Context: an optimization exercise on an open-source flow, tuned for small area, a short achievable clock period and few clock cycles per item. The choices shown serve that exercise and are no tape-out recipe.
Function was checked by simulation only, so behaviour that the tests miss may differ from the original.
Power is estimated from default activity; no workload was simulated.

==> design/flow/run.sh <==
#!/bin/bash
# synth_recipe.tcl (not shown) runs the flow's synth.tcl, then flattens the netlist and writes it again
# the make line also repeats each setting of config.mk as NAME=value (left out here)
make -C /OpenROAD-flow-scripts/flow DESIGN_CONFIG=/design/flow/config.mk WORK_HOME=/design/flow/orfs CLKGATE_MAP_FILE= SYNTH_SCRIPT=/design/flow/synth_recipe.tcl finish
==> design/flow/constraint.sdc <==
create_clock -name core_clock -period 6.0 [get_ports {aclk}]
set_input_delay 1.2000 -clock core_clock [delete_from_list [all_inputs] [get_ports {aclk}]]
set_output_delay 1.2000 -clock core_clock [all_outputs]
set_load 0.01 [all_outputs]
==> design/flow/design.v <==
`timescale 1ns / 1ps
package hcka_pkg;
    localparam int CH_W      = 8;
    localparam int HUE_W     = 9;
    localparam int BQ_W      = 3;      
    localparam int BR_W      = 6;      
    localparam int CFG_IDX_W = 1;
    localparam int CFG_W     = HUE_W;
    localparam int S_DATA_W  = 24;
    localparam int M_DATA_W  = 32;
    localparam logic [CFG_IDX_W-1:0] REG_HUE_LOW  = 1'b0;
    localparam logic [CFG_IDX_W-1:0] REG_HUE_HIGH = 1'b1;
    localparam logic [BQ_W-1:0] LO_Q_RST = 3'd2;
    localparam logic [BR_W-1:0] LO_R_RST = 6'd11;
    localparam logic [BQ_W-1:0] HI_Q_RST = 3'd2;
    localparam logic [BR_W-1:0] HI_R_RST = 6'd25;
endpackage
`timescale 1ns / 1ps
import hcka_pkg::*;
module hcka_sector (
    input  logic [hcka_pkg::CH_W-1:0] red,
    input  logic [hcka_pkg::CH_W-1:0] green,
    input  logic [hcka_pkg::CH_W-1:0] blue,
    output logic                      rg_neg,    
    output logic                      rb_neg,    
    output logic                      gb_neg,    
    output logic [hcka_pkg::CH_W-1:0] dp,
    output logic                      nd,
    output logic [hcka_pkg::CH_W-1:0] tp,
    output logic                      nt
);
    logic [CH_W:0] rg, rb, gb;
    logic [5:0]    sext;
    assign rg = {1'b0, red}   - {1'b0, green};
    assign rb = {1'b0, red}   - {1'b0, blue};
    assign gb = {1'b0, green} - {1'b0, blue};
    assign rg_neg = rg[CH_W];
    assign rb_neg = rb[CH_W];
    assign gb_neg = gb[CH_W];
    hcka_sext u_sext (.rg_neg(rg_neg), .rb_neg(rb_neg), .gb_neg(gb_neg), .sext(sext));
    assign nt = sext[1] | sext[2] | sext[3];
    assign nd = sext[2] | sext[3] | sext[4];
    assign tp = (({CH_W{sext[0] | sext[3]}} & gb[CH_W-1:0])
               | ({CH_W{sext[1] | sext[4]}} & rg[CH_W-1:0])
               | ({CH_W{sext[2] | sext[5]}} & rb[CH_W-1:0])) ^ {CH_W{nt}};
    assign dp = (({CH_W{sext[0] | sext[3]}} & rb[CH_W-1:0])
               | ({CH_W{sext[1] | sext[4]}} & gb[CH_W-1:0])
               | ({CH_W{sext[2] | sext[5]}} & rg[CH_W-1:0])) ^ {CH_W{nd}};
endmodule
module hcka_sext (
    input  logic       rg_neg,
    input  logic       rb_neg,
    input  logic       gb_neg,
    output logic [5:0] sext
);
    logic r_max, g_max, b_max;
    assign r_max = !rg_neg && !rb_neg;
    assign g_max = !r_max && !gb_neg;
    assign b_max = !r_max && gb_neg;
    assign sext[0] = r_max && !gb_neg;
    assign sext[5] = r_max &&  gb_neg;
    assign sext[1] = g_max && !rb_neg;
    assign sext[2] = g_max &&  rb_neg;
    assign sext[4] = b_max && !rg_neg;
    assign sext[3] = b_max &&  rg_neg;
endmodule
module hcka_cmp_0 (
    input  logic [5:0] a,
    input  logic [7:0] dp,
    input  logic       nd,
    input  logic [7:0] tp,
    input  logic       nt,
    output logic       y
);
    logic n1, n2, n3, n4, n5, n6, n7, n8, n9, n10, n11, n12, n13, n14, n15, n16, n17, n18, n19, n20, n21, n22, n23, n24, n25, n26, n27, n28, n29, n30, n31, n32, n33, n34, n35, n36, n37, n38, n39, n40, n41, n42, n43, n44, n45, n46, n47, n48, n49, n50, n51, n52, n53, n54, n55, n56, n57, n58, n59, n60, n61, n62, n63, n64, n65, n66, n67, n68, n69, n70, n71, n72, n73, n74, n75, n76, n77, n78, n79, n80, n81, n82, n83, n84, n85, n86, n87, n88, n89, n90, n91, n92, n93, n94, n95, n96, n97, n98, n99, n100, n101, n102, n103, n104, n105, n106, n107, n108, n109, n110, n111, n112, n113, n114, n115, n116, n117, n118, n119, n120, n121, n122, n123, n124, n125, n126, n127, n128, n129, n130, n131, n132, n133, n134, n135, n136, n137, n138, n139, n140, n141, n142, n143, n144, n145, n146, n147, n148, n149, n150, n151, n152, n153, n154, n155, n156, n157, n158, n159, n160, n161, n162, n163, n164, n165, n166, n167, n168, n169, n170, n171, n172, n173, n174, n175, n176, n177, n178, n179, n180, n181, n182, n183, n184, n185, n186, n187, n188, n189, n190, n191, n192, n193, n194;
    assign n1 = (a[0] & dp[2]) ^ (a[1] & dp[1]);
    assign n2 = (a[0] & dp[2]) & (a[1] & dp[1]);
    assign n3 = (a[0] & dp[3]) ^ (a[1] & dp[2]) ^ (a[2] & dp[1]);
    assign n4 = ((a[0] & dp[3]) & (a[1] & dp[2])) | ((a[0] & dp[3]) & (a[2] & dp[1])) | ((a[1] & dp[2]) & (a[2] & dp[1]));
    assign n5 = (a[0] & dp[4]) ^ (a[1] & dp[3]) ^ (a[2] & dp[2]);
    assign n6 = ((a[0] & dp[4]) & (a[1] & dp[3])) | ((a[0] & dp[4]) & (a[2] & dp[2])) | ((a[1] & dp[3]) & (a[2] & dp[2]));
    assign n7 = (a[3] & dp[1]) ^ (a[4] & dp[0]);
    assign n8 = (a[3] & dp[1]) & (a[4] & dp[0]);
    assign n9 = (a[0] & dp[5]) ^ (a[1] & dp[4]) ^ (a[2] & dp[3]);
    assign n10 = ((a[0] & dp[5]) & (a[1] & dp[4])) | ((a[0] & dp[5]) & (a[2] & dp[3])) | ((a[1] & dp[4]) & (a[2] & dp[3]));
    assign n11 = (a[3] & dp[2]) ^ (a[4] & dp[1]) ^ (a[5] & dp[0]);
    assign n12 = ((a[3] & dp[2]) & (a[4] & dp[1])) | ((a[3] & dp[2]) & (a[5] & dp[0])) | ((a[4] & dp[1]) & (a[5] & dp[0]));
    assign n13 = (a[5] & nd) ^ tp[3];
    assign n14 = (a[5] & nd) & tp[3];
    assign n15 = (a[0] & dp[6]) ^ (a[1] & dp[5]) ^ (a[2] & dp[4]);
    assign n16 = ((a[0] & dp[6]) & (a[1] & dp[5])) | ((a[0] & dp[6]) & (a[2] & dp[4])) | ((a[1] & dp[5]) & (a[2] & dp[4]));
    assign n17 = (a[3] & dp[3]) ^ (a[4] & dp[2]) ^ (a[5] & dp[1]);
    assign n18 = ((a[3] & dp[3]) & (a[4] & dp[2])) | ((a[3] & dp[3]) & (a[5] & dp[1])) | ((a[4] & dp[2]) & (a[5] & dp[1]));
    assign n19 = tp[4] ^ (~tp[0]);
    assign n20 = tp[4] & (~tp[0]);
    assign n21 = (a[0] & dp[7]) ^ (a[1] & dp[6]) ^ (a[2] & dp[5]);
    assign n22 = ((a[0] & dp[7]) & (a[1] & dp[6])) | ((a[0] & dp[7]) & (a[2] & dp[5])) | ((a[1] & dp[6]) & (a[2] & dp[5]));
    assign n23 = (a[3] & dp[4]) ^ (a[4] & dp[3]) ^ (a[5] & dp[2]);
    assign n24 = ((a[3] & dp[4]) & (a[4] & dp[3])) | ((a[3] & dp[4]) & (a[5] & dp[2])) | ((a[4] & dp[3]) & (a[5] & dp[2]));
    assign n25 = tp[5] ^ (~tp[1]);
    assign n26 = tp[5] & (~tp[1]);
    assign n27 = (a[1] & dp[7]) ^ (a[2] & dp[6]) ^ (a[3] & dp[5]);
    assign n28 = ((a[1] & dp[7]) & (a[2] & dp[6])) | ((a[1] & dp[7]) & (a[3] & dp[5])) | ((a[2] & dp[6]) & (a[3] & dp[5]));
    assign n29 = (a[4] & dp[4]) ^ (a[5] & dp[3]) ^ tp[6];
    assign n30 = ((a[4] & dp[4]) & (a[5] & dp[3])) | ((a[4] & dp[4]) & tp[6]) | ((a[5] & dp[3]) & tp[6]);
    assign n31 = (a[2] & dp[7]) ^ (a[3] & dp[6]) ^ (a[4] & dp[5]);
    assign n32 = ((a[2] & dp[7]) & (a[3] & dp[6])) | ((a[2] & dp[7]) & (a[4] & dp[5])) | ((a[3] & dp[6]) & (a[4] & dp[5]));
    assign n33 = (a[2] & dp[0]) ^ (a[2] & nd) ^ tp[0];
    assign n34 = ((a[2] & dp[0]) & (a[2] & nd)) | ((a[2] & dp[0]) & tp[0]) | ((a[2] & nd) & tp[0]);
    assign n35 = (a[3] & dp[0]) ^ (a[3] & nd) ^ tp[1];
    assign n36 = ((a[3] & dp[0]) & (a[3] & nd)) | ((a[3] & dp[0]) & tp[1]) | ((a[3] & nd) & tp[1]);
    assign n37 = (~nt) ^ n3;
    assign n38 = (~nt) & n3;
    assign n39 = (a[4] & nd) ^ tp[2] ^ (~nt);
    assign n40 = ((a[4] & nd) & tp[2]) | ((a[4] & nd) & (~nt)) | (tp[2] & (~nt));
    assign n41 = n5 ^ n7 ^ n4;
    assign n42 = (n5 & n7) | (n5 & n4) | (n7 & n4);
    assign n43 = (~nt) ^ n9 ^ n11;
    assign n44 = ((~nt) & n9) | ((~nt) & n11) | (n9 & n11);
    assign n45 = n13 ^ n6 ^ n8;
    assign n46 = (n13 & n6) | (n13 & n8) | (n6 & n8);
    assign n47 = n15 ^ n17 ^ n19;
    assign n48 = (n15 & n17) | (n15 & n19) | (n17 & n19);
    assign n49 = n10 ^ n12 ^ n14;
    assign n50 = (n10 & n12) | (n10 & n14) | (n12 & n14);
    assign n51 = n21 ^ n23 ^ n25;
    assign n52 = (n21 & n23) | (n21 & n25) | (n23 & n25);
    assign n53 = n16 ^ n18 ^ n20;
    assign n54 = (n16 & n18) | (n16 & n20) | (n18 & n20);
    assign n55 = (~tp[2]) ^ n27 ^ n29;
    assign n56 = ((~tp[2]) & n27) | ((~tp[2]) & n29) | (n27 & n29);
    assign n57 = n22 ^ n24 ^ n26;
    assign n58 = (n22 & n24) | (n22 & n26) | (n24 & n26);
    assign n59 = (a[5] & dp[4]) ^ tp[7] ^ (~tp[3]);
    assign n60 = ((a[5] & dp[4]) & tp[7]) | ((a[5] & dp[4]) & (~tp[3])) | (tp[7] & (~tp[3]));
    assign n61 = n31 ^ n28 ^ n30;
    assign n62 = (n31 & n28) | (n31 & n30) | (n28 & n30);
    assign n63 = (a[3] & dp[7]) ^ (a[4] & dp[6]) ^ (a[5] & dp[5]);
    assign n64 = ((a[3] & dp[7]) & (a[4] & dp[6])) | ((a[3] & dp[7]) & (a[5] & dp[5])) | ((a[4] & dp[6]) & (a[5] & dp[5]));
    assign n65 = (~tp[4]) ^ n32;
    assign n66 = (~tp[4]) & n32;
    assign n67 = (a[4] & dp[7]) ^ (a[5] & dp[6]);
    assign n68 = (a[4] & dp[7]) & (a[5] & dp[6]);
    assign n69 = (~nt) ^ 1'b1;
    assign n70 = (~nt) & 1'b1;
    assign n71 = n2 ^ n35 ^ n37;
    assign n72 = (n2 & n35) | (n2 & n37) | (n35 & n37);
    assign n73 = n39 ^ n41 ^ n36;
    assign n74 = (n39 & n41) | (n39 & n36) | (n41 & n36);
    assign n75 = n43 ^ n45 ^ n40;
    assign n76 = (n43 & n45) | (n43 & n40) | (n45 & n40);
    assign n77 = n47 ^ n49 ^ n44;
    assign n78 = (n47 & n49) | (n47 & n44) | (n49 & n44);
    assign n79 = n51 ^ n53 ^ n48;
    assign n80 = (n51 & n53) | (n51 & n48) | (n53 & n48);
    assign n81 = n55 ^ n57 ^ n52;
    assign n82 = (n55 & n57) | (n55 & n52) | (n57 & n52);
    assign n83 = n59 ^ n61 ^ n56;
    assign n84 = (n59 & n61) | (n59 & n56) | (n61 & n56);
    assign n85 = n63 ^ n65 ^ n60;
    assign n86 = (n63 & n65) | (n63 & n60) | (n65 & n60);
    assign n87 = (~tp[5]) ^ n67 ^ n64;
    assign n88 = ((~tp[5]) & n67) | ((~tp[5]) & n64) | (n67 & n64);
    assign n89 = (a[5] & dp[7]) ^ (~tp[6]);
    assign n90 = (a[5] & dp[7]) & (~tp[6]);
    assign n91 = (a[0] & dp[1]) ^ (a[1] & dp[0]);
    assign n92 = (a[0] & dp[1]) & (a[1] & dp[0]);
    assign n93 = n1 ^ n33 ^ n69;
    assign n94 = (n1 & n33) | (n1 & n69) | (n33 & n69);
    assign n95 = n34 ^ n71 ^ n70;
    assign n96 = (n34 & n71) | (n34 & n70) | (n71 & n70);
    assign n97 = n38 ^ n73 ^ n72;
    assign n98 = (n38 & n73) | (n38 & n72) | (n73 & n72);
    assign n99 = n42 ^ n75 ^ n74;
    assign n100 = (n42 & n75) | (n42 & n74) | (n75 & n74);
    assign n101 = n46 ^ n77 ^ n76;
    assign n102 = (n46 & n77) | (n46 & n76) | (n77 & n76);
    assign n103 = n50 ^ n79 ^ n78;
    assign n104 = (n50 & n79) | (n50 & n78) | (n79 & n78);
    assign n105 = n54 ^ n81 ^ n80;
    assign n106 = (n54 & n81) | (n54 & n80) | (n81 & n80);
    assign n107 = n58 ^ n83 ^ n82;
    assign n108 = (n58 & n83) | (n58 & n82) | (n83 & n82);
    assign n109 = n62 ^ n85 ^ n84;
    assign n110 = (n62 & n85) | (n62 & n84) | (n85 & n84);
    assign n111 = n66 ^ n87 ^ n86;
    assign n112 = (n66 & n87) | (n66 & n86) | (n87 & n86);
    assign n113 = n68 ^ n89 ^ n88;
    assign n114 = (n68 & n89) | (n68 & n88) | (n89 & n88);
    assign n115 = (~tp[7]) ^ n90;
    assign n116 = (~tp[7]) & n90;
    assign n117 = (a[0] & dp[0]) & (a[0] & nd);
    assign n131 = (a[0] & dp[0]) | (a[0] & nd);
    assign n118 = (a[1] & nd) & n91;
    assign n132 = (a[1] & nd) | n91;
    assign n119 = n93 & n92;
    assign n133 = n93 | n92;
    assign n120 = n95 & n94;
    assign n134 = n95 | n94;
    assign n121 = n97 & n96;
    assign n135 = n97 | n96;
    assign n122 = n99 & n98;
    assign n136 = n99 | n98;
    assign n123 = n101 & n100;
    assign n137 = n101 | n100;
    assign n124 = n103 & n102;
    assign n138 = n103 | n102;
    assign n125 = n105 & n104;
    assign n139 = n105 | n104;
    assign n126 = n107 & n106;
    assign n140 = n107 | n106;
    assign n127 = n109 & n108;
    assign n141 = n109 | n108;
    assign n128 = n111 & n110;
    assign n142 = n111 | n110;
    assign n129 = n113 & n112;
    assign n143 = n113 | n112;
    assign n130 = n115 & n114;
    assign n144 = n115 | n114;
    assign n145 = n118 | (n132 & n117);
    assign n146 = n132 & n131;
    assign n147 = n120 | (n134 & n119);
    assign n148 = n134 & n133;
    assign n149 = n122 | (n136 & n121);
    assign n150 = n136 & n135;
    assign n151 = n124 | (n138 & n123);
    assign n152 = n138 & n137;
    assign n153 = n126 | (n140 & n125);
    assign n154 = n140 & n139;
    assign n155 = n128 | (n142 & n127);
    assign n156 = n142 & n141;
    assign n157 = n130 | (n144 & n129);
    assign n158 = n144 & n143;
    assign n159 = n119 | (n133 & n145);
    assign n160 = n133 & n146;
    assign n161 = n147 | (n148 & n145);
    assign n162 = n148 & n146;
    assign n163 = n123 | (n137 & n149);
    assign n164 = n137 & n150;
    assign n165 = n151 | (n152 & n149);
    assign n166 = n152 & n150;
    assign n167 = n127 | (n141 & n153);
    assign n168 = n141 & n154;
    assign n169 = n155 | (n156 & n153);
    assign n170 = n156 & n154;
    assign n171 = n121 | (n135 & n161);
    assign n172 = n135 & n162;
    assign n173 = n149 | (n150 & n161);
    assign n174 = n150 & n162;
    assign n175 = n163 | (n164 & n161);
    assign n176 = n164 & n162;
    assign n177 = n165 | (n166 & n161);
    assign n178 = n166 & n162;
    assign n179 = n129 | (n143 & n169);
    assign n180 = n143 & n170;
    assign n181 = n157 | (n158 & n169);
    assign n182 = n158 & n170;
    assign n183 = n125 | (n139 & n177);
    assign n184 = n139 & n178;
    assign n185 = n153 | (n154 & n177);
    assign n186 = n154 & n178;
    assign n187 = n167 | (n168 & n177);
    assign n188 = n168 & n178;
    assign n189 = n169 | (n170 & n177);
    assign n190 = n170 & n178;
    assign n191 = n179 | (n180 & n177);
    assign n192 = n180 & n178;
    assign n193 = n181 | (n182 & n177);
    assign n194 = n182 & n178;
    assign y = 1'b1 ^ n116 ^ n193;
endmodule
module hcka_cmp_1 (
    input  logic [5:0] a,
    input  logic [7:0] dp,
    input  logic       nd,
    input  logic [7:0] tp,
    input  logic       nt,
    output logic       y
);
    logic n1, n2, n3, n4, n5, n6, n7, n8, n9, n10, n11, n12, n13, n14, n15, n16, n17, n18, n19, n20, n21, n22, n23, n24, n25, n26, n27, n28, n29, n30, n31, n32, n33, n34, n35, n36, n37, n38, n39, n40, n41, n42, n43, n44, n45, n46, n47, n48, n49, n50, n51, n52, n53, n54, n55, n56, n57, n58, n59, n60, n61, n62, n63, n64, n65, n66, n67, n68, n69, n70, n71, n72, n73, n74, n75, n76, n77, n78, n79, n80, n81, n82, n83, n84, n85, n86, n87, n88, n89, n90, n91, n92, n93, n94, n95, n96, n97, n98, n99, n100, n101, n102, n103, n104, n105, n106, n107, n108, n109, n110, n111, n112, n113, n114, n115, n116, n117, n118, n119, n120, n121, n122, n123, n124, n125, n126, n127, n128, n129, n130, n131, n132, n133, n134, n135, n136, n137, n138, n139, n140, n141, n142, n143, n144, n145, n146, n147, n148, n149, n150, n151, n152, n153, n154, n155, n156, n157, n158, n159, n160, n161, n162, n163, n164, n165, n166, n167, n168, n169, n170, n171, n172, n173, n174, n175, n176, n177, n178, n179, n180, n181, n182, n183, n184, n185, n186, n187, n188, n189, n190, n191, n192, n193, n194, n195, n196;
    assign n1 = (a[0] & dp[3]) ^ (a[1] & dp[2]);
    assign n2 = (a[0] & dp[3]) & (a[1] & dp[2]);
    assign n3 = (a[0] & dp[4]) ^ (a[1] & dp[3]) ^ (a[2] & dp[2]);
    assign n4 = ((a[0] & dp[4]) & (a[1] & dp[3])) | ((a[0] & dp[4]) & (a[2] & dp[2])) | ((a[1] & dp[3]) & (a[2] & dp[2]));
    assign n5 = (a[3] & dp[1]) ^ (a[4] & dp[0]);
    assign n6 = (a[3] & dp[1]) & (a[4] & dp[0]);
    assign n7 = (a[0] & dp[5]) ^ (a[1] & dp[4]) ^ (a[2] & dp[3]);
    assign n8 = ((a[0] & dp[5]) & (a[1] & dp[4])) | ((a[0] & dp[5]) & (a[2] & dp[3])) | ((a[1] & dp[4]) & (a[2] & dp[3]));
    assign n9 = (a[3] & dp[2]) ^ (a[4] & dp[1]) ^ (a[5] & dp[0]);
    assign n10 = ((a[3] & dp[2]) & (a[4] & dp[1])) | ((a[3] & dp[2]) & (a[5] & dp[0])) | ((a[4] & dp[1]) & (a[5] & dp[0]));
    assign n11 = (a[5] & nd) ^ tp[3];
    assign n12 = (a[5] & nd) & tp[3];
    assign n13 = (a[0] & dp[6]) ^ (a[1] & dp[5]) ^ (a[2] & dp[4]);
    assign n14 = ((a[0] & dp[6]) & (a[1] & dp[5])) | ((a[0] & dp[6]) & (a[2] & dp[4])) | ((a[1] & dp[5]) & (a[2] & dp[4]));
    assign n15 = (a[3] & dp[3]) ^ (a[4] & dp[2]) ^ (a[5] & dp[1]);
    assign n16 = ((a[3] & dp[3]) & (a[4] & dp[2])) | ((a[3] & dp[3]) & (a[5] & dp[1])) | ((a[4] & dp[2]) & (a[5] & dp[1]));
    assign n17 = tp[4] ^ (~tp[0]);
    assign n18 = tp[4] & (~tp[0]);
    assign n19 = (a[0] & dp[7]) ^ (a[1] & dp[6]) ^ (a[2] & dp[5]);
    assign n20 = ((a[0] & dp[7]) & (a[1] & dp[6])) | ((a[0] & dp[7]) & (a[2] & dp[5])) | ((a[1] & dp[6]) & (a[2] & dp[5]));
    assign n21 = (a[3] & dp[4]) ^ (a[4] & dp[3]) ^ (a[5] & dp[2]);
    assign n22 = ((a[3] & dp[4]) & (a[4] & dp[3])) | ((a[3] & dp[4]) & (a[5] & dp[2])) | ((a[4] & dp[3]) & (a[5] & dp[2]));
    assign n23 = tp[5] ^ (~tp[1]);
    assign n24 = tp[5] & (~tp[1]);
    assign n25 = (a[1] & dp[7]) ^ (a[2] & dp[6]) ^ (a[3] & dp[5]);
    assign n26 = ((a[1] & dp[7]) & (a[2] & dp[6])) | ((a[1] & dp[7]) & (a[3] & dp[5])) | ((a[2] & dp[6]) & (a[3] & dp[5]));
    assign n27 = (a[4] & dp[4]) ^ (a[5] & dp[3]) ^ tp[6];
    assign n28 = ((a[4] & dp[4]) & (a[5] & dp[3])) | ((a[4] & dp[4]) & tp[6]) | ((a[5] & dp[3]) & tp[6]);
    assign n29 = (a[2] & dp[7]) ^ (a[3] & dp[6]) ^ (a[4] & dp[5]);
    assign n30 = ((a[2] & dp[7]) & (a[3] & dp[6])) | ((a[2] & dp[7]) & (a[4] & dp[5])) | ((a[3] & dp[6]) & (a[4] & dp[5]));
    assign n31 = (a[0] & dp[2]) ^ (a[1] & dp[1]) ^ (a[2] & dp[0]);
    assign n32 = ((a[0] & dp[2]) & (a[1] & dp[1])) | ((a[0] & dp[2]) & (a[2] & dp[0])) | ((a[1] & dp[1]) & (a[2] & dp[0]));
    assign n33 = (a[2] & dp[1]) ^ (a[3] & dp[0]) ^ (a[3] & nd);
    assign n34 = ((a[2] & dp[1]) & (a[3] & dp[0])) | ((a[2] & dp[1]) & (a[3] & nd)) | ((a[3] & dp[0]) & (a[3] & nd));
    assign n35 = tp[1] ^ (~nt);
    assign n36 = tp[1] & (~nt);
    assign n37 = (a[4] & nd) ^ tp[2] ^ (~nt);
    assign n38 = ((a[4] & nd) & tp[2]) | ((a[4] & nd) & (~nt)) | (tp[2] & (~nt));
    assign n39 = n3 ^ n5 ^ n2;
    assign n40 = (n3 & n5) | (n3 & n2) | (n5 & n2);
    assign n41 = (~nt) ^ n7 ^ n9;
    assign n42 = ((~nt) & n7) | ((~nt) & n9) | (n7 & n9);
    assign n43 = n11 ^ n4 ^ n6;
    assign n44 = (n11 & n4) | (n11 & n6) | (n4 & n6);
    assign n45 = n13 ^ n15 ^ n17;
    assign n46 = (n13 & n15) | (n13 & n17) | (n15 & n17);
    assign n47 = n8 ^ n10 ^ n12;
    assign n48 = (n8 & n10) | (n8 & n12) | (n10 & n12);
    assign n49 = n19 ^ n21 ^ n23;
    assign n50 = (n19 & n21) | (n19 & n23) | (n21 & n23);
    assign n51 = n14 ^ n16 ^ n18;
    assign n52 = (n14 & n16) | (n14 & n18) | (n16 & n18);
    assign n53 = (~tp[2]) ^ n25 ^ n27;
    assign n54 = ((~tp[2]) & n25) | ((~tp[2]) & n27) | (n25 & n27);
    assign n55 = n20 ^ n22 ^ n24;
    assign n56 = (n20 & n22) | (n20 & n24) | (n22 & n24);
    assign n57 = (a[5] & dp[4]) ^ tp[7] ^ (~tp[3]);
    assign n58 = ((a[5] & dp[4]) & tp[7]) | ((a[5] & dp[4]) & (~tp[3])) | (tp[7] & (~tp[3]));
    assign n59 = n29 ^ n26 ^ n28;
    assign n60 = (n29 & n26) | (n29 & n28) | (n26 & n28);
    assign n61 = (a[3] & dp[7]) ^ (a[4] & dp[6]) ^ (a[5] & dp[5]);
    assign n62 = ((a[3] & dp[7]) & (a[4] & dp[6])) | ((a[3] & dp[7]) & (a[5] & dp[5])) | ((a[4] & dp[6]) & (a[5] & dp[5]));
    assign n63 = (~tp[4]) ^ n30;
    assign n64 = (~tp[4]) & n30;
    assign n65 = (a[4] & dp[7]) ^ (a[5] & dp[6]);
    assign n66 = (a[4] & dp[7]) & (a[5] & dp[6]);
    assign n67 = (a[0] & dp[1]) ^ (a[1] & dp[0]);
    assign n68 = (a[0] & dp[1]) & (a[1] & dp[0]);
    assign n69 = (a[2] & nd) ^ tp[0] ^ (~nt);
    assign n70 = ((a[2] & nd) & tp[0]) | ((a[2] & nd) & (~nt)) | (tp[0] & (~nt));
    assign n71 = n1 ^ n33 ^ n35;
    assign n72 = (n1 & n33) | (n1 & n35) | (n33 & n35);
    assign n73 = n37 ^ n39 ^ n34;
    assign n74 = (n37 & n39) | (n37 & n34) | (n39 & n34);
    assign n75 = n41 ^ n43 ^ n38;
    assign n76 = (n41 & n43) | (n41 & n38) | (n43 & n38);
    assign n77 = n45 ^ n47 ^ n42;
    assign n78 = (n45 & n47) | (n45 & n42) | (n47 & n42);
    assign n79 = n49 ^ n51 ^ n46;
    assign n80 = (n49 & n51) | (n49 & n46) | (n51 & n46);
    assign n81 = n53 ^ n55 ^ n50;
    assign n82 = (n53 & n55) | (n53 & n50) | (n55 & n50);
    assign n83 = n57 ^ n59 ^ n54;
    assign n84 = (n57 & n59) | (n57 & n54) | (n59 & n54);
    assign n85 = n61 ^ n63 ^ n58;
    assign n86 = (n61 & n63) | (n61 & n58) | (n63 & n58);
    assign n87 = (~tp[5]) ^ n65 ^ n62;
    assign n88 = ((~tp[5]) & n65) | ((~tp[5]) & n62) | (n65 & n62);
    assign n89 = (a[5] & dp[7]) ^ (~tp[6]);
    assign n90 = (a[5] & dp[7]) & (~tp[6]);
    assign n91 = (a[0] & dp[0]) ^ (a[0] & nd);
    assign n92 = (a[0] & dp[0]) & (a[0] & nd);
    assign n93 = (a[1] & nd) ^ 1'b1 ^ n67;
    assign n94 = ((a[1] & nd) & 1'b1) | ((a[1] & nd) & n67) | (1'b1 & n67);
    assign n95 = n31 ^ n69 ^ n68;
    assign n96 = (n31 & n69) | (n31 & n68) | (n69 & n68);
    assign n97 = n32 ^ n71 ^ n70;
    assign n98 = (n32 & n71) | (n32 & n70) | (n71 & n70);
    assign n99 = n36 ^ n73 ^ n72;
    assign n100 = (n36 & n73) | (n36 & n72) | (n73 & n72);
    assign n101 = n40 ^ n75 ^ n74;
    assign n102 = (n40 & n75) | (n40 & n74) | (n75 & n74);
    assign n103 = n44 ^ n77 ^ n76;
    assign n104 = (n44 & n77) | (n44 & n76) | (n77 & n76);
    assign n105 = n48 ^ n79 ^ n78;
    assign n106 = (n48 & n79) | (n48 & n78) | (n79 & n78);
    assign n107 = n52 ^ n81 ^ n80;
    assign n108 = (n52 & n81) | (n52 & n80) | (n81 & n80);
    assign n109 = n56 ^ n83 ^ n82;
    assign n110 = (n56 & n83) | (n56 & n82) | (n83 & n82);
    assign n111 = n60 ^ n85 ^ n84;
    assign n112 = (n60 & n85) | (n60 & n84) | (n85 & n84);
    assign n113 = n64 ^ n87 ^ n86;
    assign n114 = (n64 & n87) | (n64 & n86) | (n87 & n86);
    assign n115 = n66 ^ n89 ^ n88;
    assign n116 = (n66 & n89) | (n66 & n88) | (n89 & n88);
    assign n117 = (~tp[7]) ^ n90;
    assign n118 = (~tp[7]) & n90;
    assign n119 = 1'b1 & n91;
    assign n133 = 1'b1 | n91;
    assign n120 = n93 & n92;
    assign n134 = n93 | n92;
    assign n121 = n95 & n94;
    assign n135 = n95 | n94;
    assign n122 = n97 & n96;
    assign n136 = n97 | n96;
    assign n123 = n99 & n98;
    assign n137 = n99 | n98;
    assign n124 = n101 & n100;
    assign n138 = n101 | n100;
    assign n125 = n103 & n102;
    assign n139 = n103 | n102;
    assign n126 = n105 & n104;
    assign n140 = n105 | n104;
    assign n127 = n107 & n106;
    assign n141 = n107 | n106;
    assign n128 = n109 & n108;
    assign n142 = n109 | n108;
    assign n129 = n111 & n110;
    assign n143 = n111 | n110;
    assign n130 = n113 & n112;
    assign n144 = n113 | n112;
    assign n131 = n115 & n114;
    assign n145 = n115 | n114;
    assign n132 = n117 & n116;
    assign n146 = n117 | n116;
    assign n147 = n120 | (n134 & n119);
    assign n148 = n134 & n133;
    assign n149 = n122 | (n136 & n121);
    assign n150 = n136 & n135;
    assign n151 = n124 | (n138 & n123);
    assign n152 = n138 & n137;
    assign n153 = n126 | (n140 & n125);
    assign n154 = n140 & n139;
    assign n155 = n128 | (n142 & n127);
    assign n156 = n142 & n141;
    assign n157 = n130 | (n144 & n129);
    assign n158 = n144 & n143;
    assign n159 = n132 | (n146 & n131);
    assign n160 = n146 & n145;
    assign n161 = n121 | (n135 & n147);
    assign n162 = n135 & n148;
    assign n163 = n149 | (n150 & n147);
    assign n164 = n150 & n148;
    assign n165 = n125 | (n139 & n151);
    assign n166 = n139 & n152;
    assign n167 = n153 | (n154 & n151);
    assign n168 = n154 & n152;
    assign n169 = n129 | (n143 & n155);
    assign n170 = n143 & n156;
    assign n171 = n157 | (n158 & n155);
    assign n172 = n158 & n156;
    assign n173 = n123 | (n137 & n163);
    assign n174 = n137 & n164;
    assign n175 = n151 | (n152 & n163);
    assign n176 = n152 & n164;
    assign n177 = n165 | (n166 & n163);
    assign n178 = n166 & n164;
    assign n179 = n167 | (n168 & n163);
    assign n180 = n168 & n164;
    assign n181 = n131 | (n145 & n171);
    assign n182 = n145 & n172;
    assign n183 = n159 | (n160 & n171);
    assign n184 = n160 & n172;
    assign n185 = n127 | (n141 & n179);
    assign n186 = n141 & n180;
    assign n187 = n155 | (n156 & n179);
    assign n188 = n156 & n180;
    assign n189 = n169 | (n170 & n179);
    assign n190 = n170 & n180;
    assign n191 = n171 | (n172 & n179);
    assign n192 = n172 & n180;
    assign n193 = n181 | (n182 & n179);
    assign n194 = n182 & n180;
    assign n195 = n183 | (n184 & n179);
    assign n196 = n184 & n180;
    assign y = 1'b1 ^ n118 ^ n195;
endmodule
`timescale 1ns / 1ps
import hcka_pkg::*;
module hue_chroma_key_alpha_unit (
    input  logic                               aclk,
    input  logic                               aresetn,
    input  logic                               s_tvalid,
    output logic                               s_tready,
    input  logic [hcka_pkg::S_DATA_W-1:0]      s_tdata,    
    output logic                               m_tvalid,
    input  logic                               m_tready,
    output logic [hcka_pkg::M_DATA_W-1:0]      m_tdata,    
    input  logic                               cfg_wr_en,
    input  logic [hcka_pkg::CFG_IDX_W-1:0]     cfg_index,
    input  logic [hcka_pkg::CFG_W-1:0]         cfg_wdata
);
    logic [BQ_W-1:0] lo_q_reg, hi_q_reg;
    logic [BR_W-1:0] lo_r_reg, hi_r_reg;
    logic [BQ_W-1:0] wr_q_ge, wr_q_gt;
    logic [BR_W-1:0] wr_r_ge, wr_r_gt;
    logic              rg_neg, rb_neg, gb_neg;
    logic [CH_W-1:0]   dp, tp;
    logic              nd, nt;
    logic                en1, en2;
    logic                v1_reg;
    logic [S_DATA_W-1:0] s1_rgb_reg;
    logic [CH_W-1:0]     s1_dp_reg, s1_tp_reg;
    logic                s1_nd_reg, s1_nt_reg;
    logic                s1_rg_neg_reg, s1_rb_neg_reg, s1_gb_neg_reg;
    logic [5:0]          sext;
    logic [5:0]          lo_gt_mask, lo_eq_mask, hi_lt_mask, hi_eq_mask;
    logic                lo_lt, hi_le;
    logic                lo_in, hi_in;
    logic                key_reg;
    logic [S_DATA_W-1:0] rgb_reg;
    always_comb begin
        wr_q_ge = '0;
        wr_q_gt = '0;
        for (int k = 1; k <= 6; k++) begin
            if (cfg_wdata >= CFG_W'(60 * k)) wr_q_ge = BQ_W'(k);
            if (cfg_wdata >  CFG_W'(60 * k)) wr_q_gt = BQ_W'(k);
        end
    end
    assign wr_r_ge = {cfg_wdata[5:2] + {1'b0, wr_q_ge}, cfg_wdata[1:0]};
    assign wr_r_gt = {cfg_wdata[5:2] + {1'b0, wr_q_gt}, cfg_wdata[1:0]};
    always_ff @(posedge aclk) begin
        if (!aresetn) begin
            lo_q_reg <= LO_Q_RST;
            lo_r_reg <= LO_R_RST;
            hi_q_reg <= HI_Q_RST;
            hi_r_reg <= HI_R_RST;
        end else if (cfg_wr_en) begin
            unique case (cfg_index)
                REG_HUE_LOW:  begin lo_q_reg <= wr_q_ge; lo_r_reg <= wr_r_ge; end
                REG_HUE_HIGH: begin hi_q_reg <= wr_q_gt; hi_r_reg <= wr_r_gt; end
                default: ;
            endcase
        end
    end
    assign en2      = !m_tvalid || m_tready;
    assign en1      = !v1_reg || en2;
    assign s_tready = en1;
    always_ff @(posedge aclk) begin
        if (!aresetn) begin
            v1_reg   <= 1'b0;
            m_tvalid <= 1'b0;
        end else begin
            if (en1) v1_reg   <= s_tvalid;
            if (en2) m_tvalid <= v1_reg;
        end
    end
    hcka_sector u_sector (
        .red    (s_tdata[7:0]),
        .green  (s_tdata[15:8]),
        .blue   (s_tdata[23:16]),
        .rg_neg (rg_neg),
        .rb_neg (rb_neg),
        .gb_neg (gb_neg),
        .dp     (dp),
        .nd     (nd),
        .tp     (tp),
        .nt     (nt)
    );
    always_ff @(posedge aclk) begin
        if (en1) begin
            s1_rgb_reg    <= s_tdata;
            s1_dp_reg     <= dp;
            s1_nd_reg     <= nd;
            s1_tp_reg     <= tp;
            s1_nt_reg     <= nt;
            s1_rg_neg_reg <= rg_neg;
            s1_rb_neg_reg <= rb_neg;
            s1_gb_neg_reg <= gb_neg;
        end
    end
    hcka_sext u_sext (
        .rg_neg (s1_rg_neg_reg),
        .rb_neg (s1_rb_neg_reg),
        .gb_neg (s1_gb_neg_reg),
        .sext   (sext)
    );
    always_comb begin
        for (int k = 0; k < 6; k++) begin
            lo_gt_mask[k] = BQ_W'(k) >  lo_q_reg;
            lo_eq_mask[k] = BQ_W'(k) == lo_q_reg;
            hi_lt_mask[k] = BQ_W'(k) <  hi_q_reg;
            hi_eq_mask[k] = BQ_W'(k) == hi_q_reg;
        end
    end
    hcka_cmp_0 u_lo (.a(lo_r_reg), .dp(s1_dp_reg), .nd(s1_nd_reg), .tp(s1_tp_reg),
                     .nt(s1_nt_reg), .y(lo_lt));
    hcka_cmp_1 u_hi (.a(hi_r_reg), .dp(s1_dp_reg), .nd(s1_nd_reg), .tp(s1_tp_reg),
                     .nt(s1_nt_reg), .y(hi_le));
    assign lo_in = |(sext & lo_gt_mask) || (|(sext & lo_eq_mask) && lo_lt);
    assign hi_in = |(sext & hi_lt_mask) || (|(sext & hi_eq_mask) && !hi_le);
    always_ff @(posedge aclk) begin
        if (en2) begin
            key_reg <= lo_in && hi_in;
            rgb_reg <= s1_rgb_reg;
        end
    end
    assign m_tdata = {{CH_W{!key_reg}}, rgb_reg};
endmodule
==> design/flow/config.mk <==
export PLATFORM = sky130hd
export DESIGN_NAME = hue_chroma_key_alpha_unit
export DESIGN_NICKNAME = hue_chroma_key_alpha_unit
export VERILOG_FILES = /design/flow/design.v
export SDC_FILE = /design/flow/constraint.sdc
export NUM_CORES = 4
export LEC_CHECK = 0
export CAP_MARGIN = 20
export CORE_MARGIN = 2
export CORE_UTILIZATION = 40
export SLEW_MARGIN = 20
==> results.txt, run 1 <==
* Fin cells at 1272
* Antenna Nets Post-Route at 0
* EDFF count, synth at 70
* Adder-Cell Fraction of Synth Area at 0.292
* Remaining Overflow, GRT at 0
* Layout Utilization at 0.460
* Startpoint types: flop
* Root Buffer: clkbuf_16
* Xor-xnor portion of the synthesized cell area at 0.0187
* Crit Path Category: flop to flop
* Clock Latency Late Sink at 0.35 ns
* Starting Density at 0.407
* Design Power at 4.58 mW
* Tightest Pin Transition at 1.05 ns
* Critical Path RT at 6.08 ns
* Mapped Avg Cell Area at 9.35 µm²
* Multiplexer area fraction after synthesis at 0.0131
* Area growth syn-to-layout at 12.8%
* Syn nets at 1139
* Synth Warn # at 1
* Largest net degree at the start of global routing at 46
* Maximum vdd drop at 0.277 mV
* Setup_tns at 0 ns
* Relative slew margins at 0.300
* CTS tree: yes
* Skew final at 0.00795 ns
* Netlist Area Pre-Place at 0.00889 mm²
* CTS Buf Count at 9
* Clk slew on worst S/H paths at 0.07 ns
* Drt via density at 5.31
* Number of max-cap violations at 0
* Critical Path AT at 4.81 ns
* Post-synthesis sequential area ratio at 0.281
* Outcome: complete, no violations
* Routed Wire Length at 20.5 mm
* Fin worst setup slack at 1.28 ns
* Die X at 153 µm
* Final setup vio count at 0
* DIE HEIGHT at 153 µm
* Leak at 4.25 nW
* GRT Resource Usage Total at 0.179
* H-tree Lvls at 3
* CP max FO at 12
* Mapped Cells at 951
* Async S/R FF share, synth at 0
* Post-Synth Simple-Gate Area at 0.154
* Crit share post-route at 0.787
* DR vias at 6756
* Synth Area in Compound Gates at 0.153
* Cell area power density at 456 mW/mm²
* Top Ports at 73
* Max Buffers Root-to-Sink at 2
* Yosys reg bits at 90
* Main synth FF type: edfxtp_1
* Post-CTS resize count at 0
* Post-CTS Repair Setup Buffers at 0
* First drt pass iteration count at 5
* Final hold vios at 0
* Initial drt markers at 422
* Largest family of logic cells by synthesized area: adder cells
* Port Buffers at 72
* Layout cells sized above 1 at 0.0343
* RSZ-0062 raised after global routing: no
* Wirelength per Cell at 16.1 µm
* Cells after DPL at 1256
* Die Footprint at 0.0234 mm²
* Final HPWL DP at 15.7 mm
* # fillers at 2106
* Clock sink count at 90
* # DRC at 0
* Core area at 0.0218 mm²
* First-pass GRT wire length at 34.1 mm
* Post-synth cell types at 68
* HP Class: flop to flop
* Post-Place Setup Slack at 1.29 ns
* Tmin final at 4.72 ns
* Max Fclk at 212 MHz
* Hold buffer count at CTS at 0
* Nets at 1175
* Crit path capture type: flop
* Diode count at 0
* Antenna violations before repair at 0
* Slew Viols, Final at 0
* Row count at 54
* RD Place Congestion at 0.874
* Vias in the first global route at 6722
## routing by layer
| metal | vias to the layer above | global-route usage | wire length (µm) |
|---|---|---|---|
| met3 | 30 | 0.0204 | 679 |
| met4 | 0 | 0.0503 | 372 |
| met5 | - | 0 | 0 |
| met2 | 130 | 0.297 | 9940 |
| met1 | 3324 | 0.250 | 9500 |
| li1 | 3272 | - | - |
## cell families (layout without fill, tap and decap cells)
| group | Yosys count | after routing |
|---|---|---|
| AO/OA/AOI/OAI | 205 | 205 |
| buffers and inverters | 191 | 232 |
| adder cells (fa/ha/maj) | 149 | 149 |
| multiplexers | 11 | 11 |
| flip-flops | 90 | 90 |
| XOR/XNOR | 19 | 19 |
| AND/OR/NAND/NOR | 286 | 286 |
## report_power, final
group | switching [mW] | total [mW] | internal (mW)
sequential | 0.131 | 0.896 | 0.764
combinational | 1.73 | 3.10 | 1.36
clock | 0.256 | 0.584 | 0.328
## cells in the mapped netlist (3+ instances only)
| library cell | count | share of area |
|---|---|---|
| inv_1 | 141 | 0.060 |
| nand2_1 | 114 | 0.048 |
| fa_1 | 97 | 0.22 |
| edfxtp_1 | 70 | 0.24 |
| and2_1 | 67 | 0.047 |
| a21oi_1 | 57 | 0.032 |
| ha_1 | 52 | 0.073 |
| nor2_1 | 47 | 0.020 |
| o21ai_0 | 40 | 0.023 |
| clkbuf_1 | 30 | 0.013 |
| dfxtp_1 | 20 | 0.045 |
| nand3_1 | 18 | 0.010 |
| o22ai_1 | 16 | 0.011 |
| o211ai_1 | 12 | 0.010 |
| buf_4 | 11 | 0.0093 |
| xnor2_1 | 11 | 0.011 |
| a22oi_1 | 10 | 0.0084 |
| nor3_1 | 10 | 0.0056 |
| mux2i_1 | 9 | 0.010 |
| xor2_1 | 8 | 0.0079 |
| nor2b_1 | 7 | 0.0049 |
| o21a_1 | 7 | 0.0059 |
| o221ai_1 | 6 | 0.0059 |
| a211oi_1 | 5 | 0.0042 |
| o31a_1 | 5 | 0.0049 |
| a211o_1 | 4 | 0.0039 |
| a21o_1 | 4 | 0.0034 |
| a221oi_1 | 4 | 0.0039 |
| buf_2 | 4 | 0.0023 |
| a21boi_0 | 3 | 0.0025 |
| a31oi_1 | 3 | 0.0021 |
| nand4_1 | 3 | 0.0021 |
| nor2_2 | 3 | 0.0021 |
| nor3b_1 | 3 | 0.0025 |
| o211a_1 | 3 | 0.0034 |
| o21bai_1 | 3 | 0.0025 |
| o311ai_0 | 3 | 0.0030 |
| o31ai_1 | 3 | 0.0025 |
| or3_1 | 3 | 0.0021 |
## worst max-delay path, stage by stage (launching register included)
cell and delay (ns):
edfxtp_1 0.59, and2_1 0.27, fa_1 0.56, fa_1 0.45, fa_1 0.54, inv_1 0.05
fa_1 0.52, o22ai_1 0.10, a2111oi_0 0.44, o221ai_1 0.29, a21oi_1 0.21, xor2_1 0.32
a211oi_1 0.12
## layout make-up
cell class | count | area, µm² | share of cell area
clock buffer | 10 | 229 | 0.0228
timing repair buffer | 73 | 728 | 0.0726
inverter | 143 | 542 | 0.0540
clock inverter | 6 | 70.1 | 0.00699
sequential | 90 | 2500 | 0.250
multi-input combinational | 670 | 5610 | 0.559
tap | 280 | 350 | 0.0349
## worst paths after layout
path,from,endpoint,slack (ns),cells past startpoint
max reg2reg,s1_dp_reg[5],key_reg,1.28,12
min reg2reg,s1_rgb_reg[16],rgb_reg[16],0.42,0
min,s1_rgb_reg[16],rgb_reg[16],0.42,0
max,s1_dp_reg[5],key_reg,1.28,12
## stage by stage
stage	hold WS [ns]	instance area [µm²]
final	0.420	10000
after global placement	0.401	9730
after global routing	0.423	10000
after CTS	0.420	10000
after floorplan	0.400	8890
after detailed placement	0.405	9730
## cells in the final DEF, fill, tap and decap left out, types with 6 or more instances in the layout
cell type        count
nor3_1              10
inv_1              141
nor2b_1              7
nand3_1             18
a22oi_1             10
xor2_1               8
and2_1              67
o22ai_1             16
ha_1                52
clkdlybuf4s50_1     72
xnor2_1             11
mux2i_1              9
edfxtp_1            70
o221ai_1             6
fa_1                97
o21a_1               7
o211ai_1            12
o21ai_0             40
clkbuf_16            9
a21oi_1             57
dfxtp_1             20
nor2_1              47
nand2_1            113
Testbench counts, summed over its fixed seeds: cycles 16,400, items 16,384.
==> run 2, diff against run 1 <==
--- a/design/flow/config.mk
+++ b/design/flow/config.mk
@@ -6,4 +6,5 @@
 export NUM_CORES = 4
 export LEC_CHECK = 0
+export ABC_AREA = 1
 export CAP_MARGIN = 20
 export CORE_MARGIN = 2
==> results.txt, run 2 <==
* Adder-Cell Fraction of Synth Area at 0.283 (was 0.292)
* CP delay by family, top: adder cells (unchanged)
* Mapped Avg Cell Area at 7.95 µm² (was 9.35 µm²)
* CTS Buf Count at 9 (unchanged)
* Die Footprint at 0.0242 mm² (was 0.0234 mm²)
* Port Buffers at 72 (unchanged)
* Switching portion of total power at 0.488 (was 0.463)
* Crit Path Category: flop to flop (unchanged)
* CTS tree: yes (unchanged)
* Sequential power share at 0.186 (was 0.196)
* RD Place Congestion at 0.848 (was 0.874)
* First drt pass iteration count at 5 (unchanged)
* Synth top area cells: edfxtp_1 23%, fa_1 21%, nand2_1 12%, inv_1 11%, ha_1 7.1% (was edfxtp_1 24%, fa_1 22%, ha_1 7.3%, inv_1 6.0%, nand2_1 4.8%)
* Clock Power Share at 0.115 (was 0.128)
* Mapped Cells at 1153 (was 951)
* Remaining Overflow, GRT at 0 (unchanged)
* Worst r2r path cells at 18 (was 12)
* Wirelength per Cell at 13.9 µm (was 16.1 µm)
* Max Buffers Root-to-Sink at 2 (unchanged)
* Core area at 0.0226 mm² (was 0.0218 mm²)
* Leak at 5.40 nW (was 4.25 nW)
* Final HPWL DP at 16.7 mm (was 15.7 mm)
* Yosys reg bits at 90 (unchanged)
* Starting Density at 0.406 (was 0.407)
* Bufs and invs on worst path at 4 (was 1)
* Routed Wire Length at 20.7 mm (was 20.5 mm)
* CP dominant cell by count: nand2_1 (was fa_1)
* Skew final at 0.00838 ns (was 0.00795 ns)
* Commonest non-fill, non-tap cell in the layout: nand2_1 (was inv_1)
* Clk slew on worst S/H paths at 0.07 ns (about the same)
* Slowest cell on crit path: edfxtp_1 (unchanged)
* Relative slew margins at 0.507 (was 0.300)
* Post-synthesis sequential area ratio at 0.273 (was 0.281)
* DR vias at 7194 (was 6756)
* Layout cells sized above 1 at 0.0398 (was 0.0343)
* Most frequent cells after synthesis: 281 x nand2_1, 276 x inv_1, 97 x fa_1 (was 141 x inv_1, 114 x nand2_1, 97 x fa_1)
* Comb power frac at 0.700 (was 0.677)
* Post-CTS Repair Setup Buffers at 0 (unchanged)
* Outcome: complete, no violations (unchanged)
* EDFF count, synth at 70 (unchanged)
* CP max FO at 12 (unchanged)
* Number of max-cap violations at 0 (unchanged)
* Tmin final at 4.06 ns (was 4.72 ns)
* Final setup vio count at 0 (unchanged)
* Startpoint types: flop (unchanged)
* Critical Path AT at 4.17 ns (was 4.81 ns)
* Cell area power density at 480 mW/mm² (was 456 mW/mm²)
* Max Fclk at 246 MHz (was 212 MHz)
* Largest family of logic cells by synthesized area: adder cells (unchanged)
* Root Buffer: clkbuf_16 (unchanged)
* Multiplexer area fraction after synthesis at 0 (was 0.0131)
* Die X at 155 µm (was 153 µm)
* Final hold vios at 0 (unchanged)
* Cell-internal power at 2.55 mW (was 2.46 mW)
* Hold buffer count at CTS at 0 (unchanged)
* Largest net degree at the start of global routing at 46 (unchanged)
* Xor-xnor portion of the synthesized cell area at 0.0115 (was 0.0187)
* Setup_tns at 0 ns (unchanged)
* Synth Warn # at 1 (unchanged)
* Netlist Area Pre-Place at 0.00917 mm² (was 0.00889 mm²)
* H-tree Lvls at 3 (unchanged)
* Most common cell in the synthesized netlist: nand2_1 (was inv_1)
* GRT Resource Usage Total at 0.181 (was 0.179)
* Maximum vdd drop at 0.256 mV (was 0.277 mV)
* DIE HEIGHT at 155 µm (was 153 µm)
* Critical path's largest stage delay at 0.61 ns (was 0.59 ns)
* Syn nets at 1341 (was 1139)
* Worst path depth at 18 (was 12)
* Cell Chain, Critical Path: nand2_1 > fa_1 > fa_1 > inv_1 > fa_1 > inv_1 > fa_1 > inv_1 > nand2_1 > nand2_1 > nand3_1 > a21oi_1 > nor2_1 > nand3_1 > nand3_1 > nand2_1 > nand2_1 > inv_1 (was and2_1 > fa_1 > fa_1 > fa_1 > inv_1 > fa_1 > o22ai_1 > a2111oi_0 > o221ai_1 > a21oi_1 > xor2_1 > a211oi_1)
* Synth Area in Compound Gates at 0.0634 (was 0.153)
* RSZ-0062 raised after global routing: no (unchanged)
* Antenna violations before repair at 0 (unchanged)
* WHS Path Cells at 0 (unchanged)
* Area growth syn-to-layout at 13.0% (was 12.8%)
* Antenna Nets Post-Route at 0 (unchanged)
* Post-CTS resize count at 0 (unchanged)
* Drt via density at 4.83 (was 5.31)
* Area leader, netlist: edfxtp_1 (unchanged)
* Post-Synth Simple-Gate Area at 0.234 (was 0.154)
* Clock Latency Late Sink at 0.35 ns (about the same)
* Nets at 1388 (was 1175)
* Top Ports at 73 (unchanged)
* Crit share post-route at 0.677 (was 0.787)
* Clock sink count at 90 (unchanged)
* Vias in the first global route at 7002 (was 6722)
* First-pass GRT wire length at 34.7 mm (was 34.1 mm)
* Diode count at 0 (unchanged)
* Initial drt markers at 561 (was 422)
* Synth top area share at 0.229 (was 0.236)
* Crit path capture type: flop (unchanged)
* Post-synth cell types at 40 (was 68)
* Row count at 55 (was 54)
* HP Class: flop to flop (unchanged)
* Main synth FF type: edfxtp_1 (unchanged)
* Slew Viols, Final at 0 (unchanged)
* Switching pwr at 2.42 mW (was 2.12 mW)
* # DRC at 0 (unchanged)
* Tightest Pin Transition at 0.736 ns (was 1.05 ns)
* Commonest non-fill, non-tap cells in the layout: 281 x nand2_1, 276 x inv_1, 97 x fa_1, 92 x nand3_1, 72 x clkdlybuf4s50_1 (was 141 x inv_1, 113 x nand2_1, 97 x fa_1, 72 x clkdlybuf4s50_1, 70 x edfxtp_1)
* Async S/R FF share, synth at 0 (unchanged)
* Critical Path RT at 6.11 ns (was 6.08 ns)
* Design Power at 4.97 mW (was 4.58 mW)
run 2: cell count changes after synthesis, moves of 10 or more:
cell | previous run | this run
a21oi_1 | 57 | 40
inv_1 | 141 | 276
nor2_1 | 47 | 58
a22oi_1 | 10 | 0
nand3_2 | 0 | 12
nand2_1 | 114 | 281
xnor2_1 | 11 | 1
nand3_1 | 18 | 93
and2_1 | 67 | 0
o22ai_1 | 16 | 0
o211ai_1 | 12 | 0
nand4_1 | 3 | 19
run 2: metal layers:
| metal | part of all wire | routed length [µm] | GRT usage | up-vias |
|---|---|---|---|---|
| met5 | 0 | 0 | 0 | - |
| met4 | 0.013 | 267 | 0.0358 | 0 |
| met3 | 0.037 | 768 | 0.0228 | 20 |
| met2 | 0.49 | 10100 | 0.315 | 151 |
| met1 | 0.46 | 9470 | 0.244 | 3368 |
| li1 | - | - | - | 3655 |
run 2: power groups by stage:
stage	combinational [mW]	sequential (mW)	clock, mW
3_5_place_dp	3.53	0.935	0
4_1_cts	3.55	0.922	0.579
5_1_grt	4.22	0.939	0.606
3_3_place_gp	3.45	0.930	0
2_1_floorplan	2.91	0.829	0
6_report	3.48	0.922	0.569
run 2: stage by stage:
stage	hold WS, ns	util	instances	setup WS, ns	instance area [µm²]
after floorplan	0.400	-	1153	2.13	9170
after global placement	0.401	0.446	1474	1.95	10100
after detailed placement	0.405	0.446	1474	1.91	10100
after CTS	0.421	0.459	1490	1.89	10400
after global routing	0.425	0.459	1490	1.59	10400
final	0.421	0.459	1490	1.94	10400
run 2: worst paths after layout:
check	from	end	slack, ns
worst max-delay path	s1_dp_reg[7]	key_reg	1.94
worst min-delay path	s1_rgb_reg[23]	rgb_reg[23]	0.42
worst min register to register	s1_rgb_reg[23]	rgb_reg[23]	0.42
worst max register to register	s1_dp_reg[7]	key_reg	1.94
run 2: cell type report:
cell class / count / area (µm²)
clock inverter: 6 / 65.1
tap: 285 / 357
timing repair buffer: 74 / 736
clock buffer: 10 / 229
sequential: 90 / 2500
fill: 2234 / 12200
multi-input combinational: 747 / 5430
inverter: 278 / 1040
run 2: cells by family after synthesis:
logic type,count (synthesis)
and+or+nand+nor,484
buffers and inverters,316
adders and majority gates,149
AOI/OAI and AO/OA,102
DFF,90
xor gates and xnor gates,12

static timing again, ports no longer ideal:
In the flow no input, the clock included, has a driving cell. The finished layouts below were timed again as built, in two steps. Step 1 sets driving cells, clkbuf_16 on the clock port and buf_2 on the other inputs (assumed; they add their load-dependent delay and slew). Step 2 times the ports against the registers' clock, not the clock port: input delays grow and output delays shrink by t, the midpoint of the rising clock arrivals with the driver on. Three values: ideal ports, drivers, drivers and shift; two values: the first two.
run	t (ns)	setup WS [ns]	worst hold slack (ns)	slew at the worst register clock pin (ns)	worst data-port slew with drivers (ns)
run 1	0.383	1.275 / 1.275 / 1.275	0.420 / 0.420 / 0.420	0.07 / 0.07	0.04
run 2	0.386	1.936 / 1.936 / 1.936	0.421 / 0.421 / 0.421	0.07 / 0.07	0.04
After both steps setup and hold are still met in every run listed.
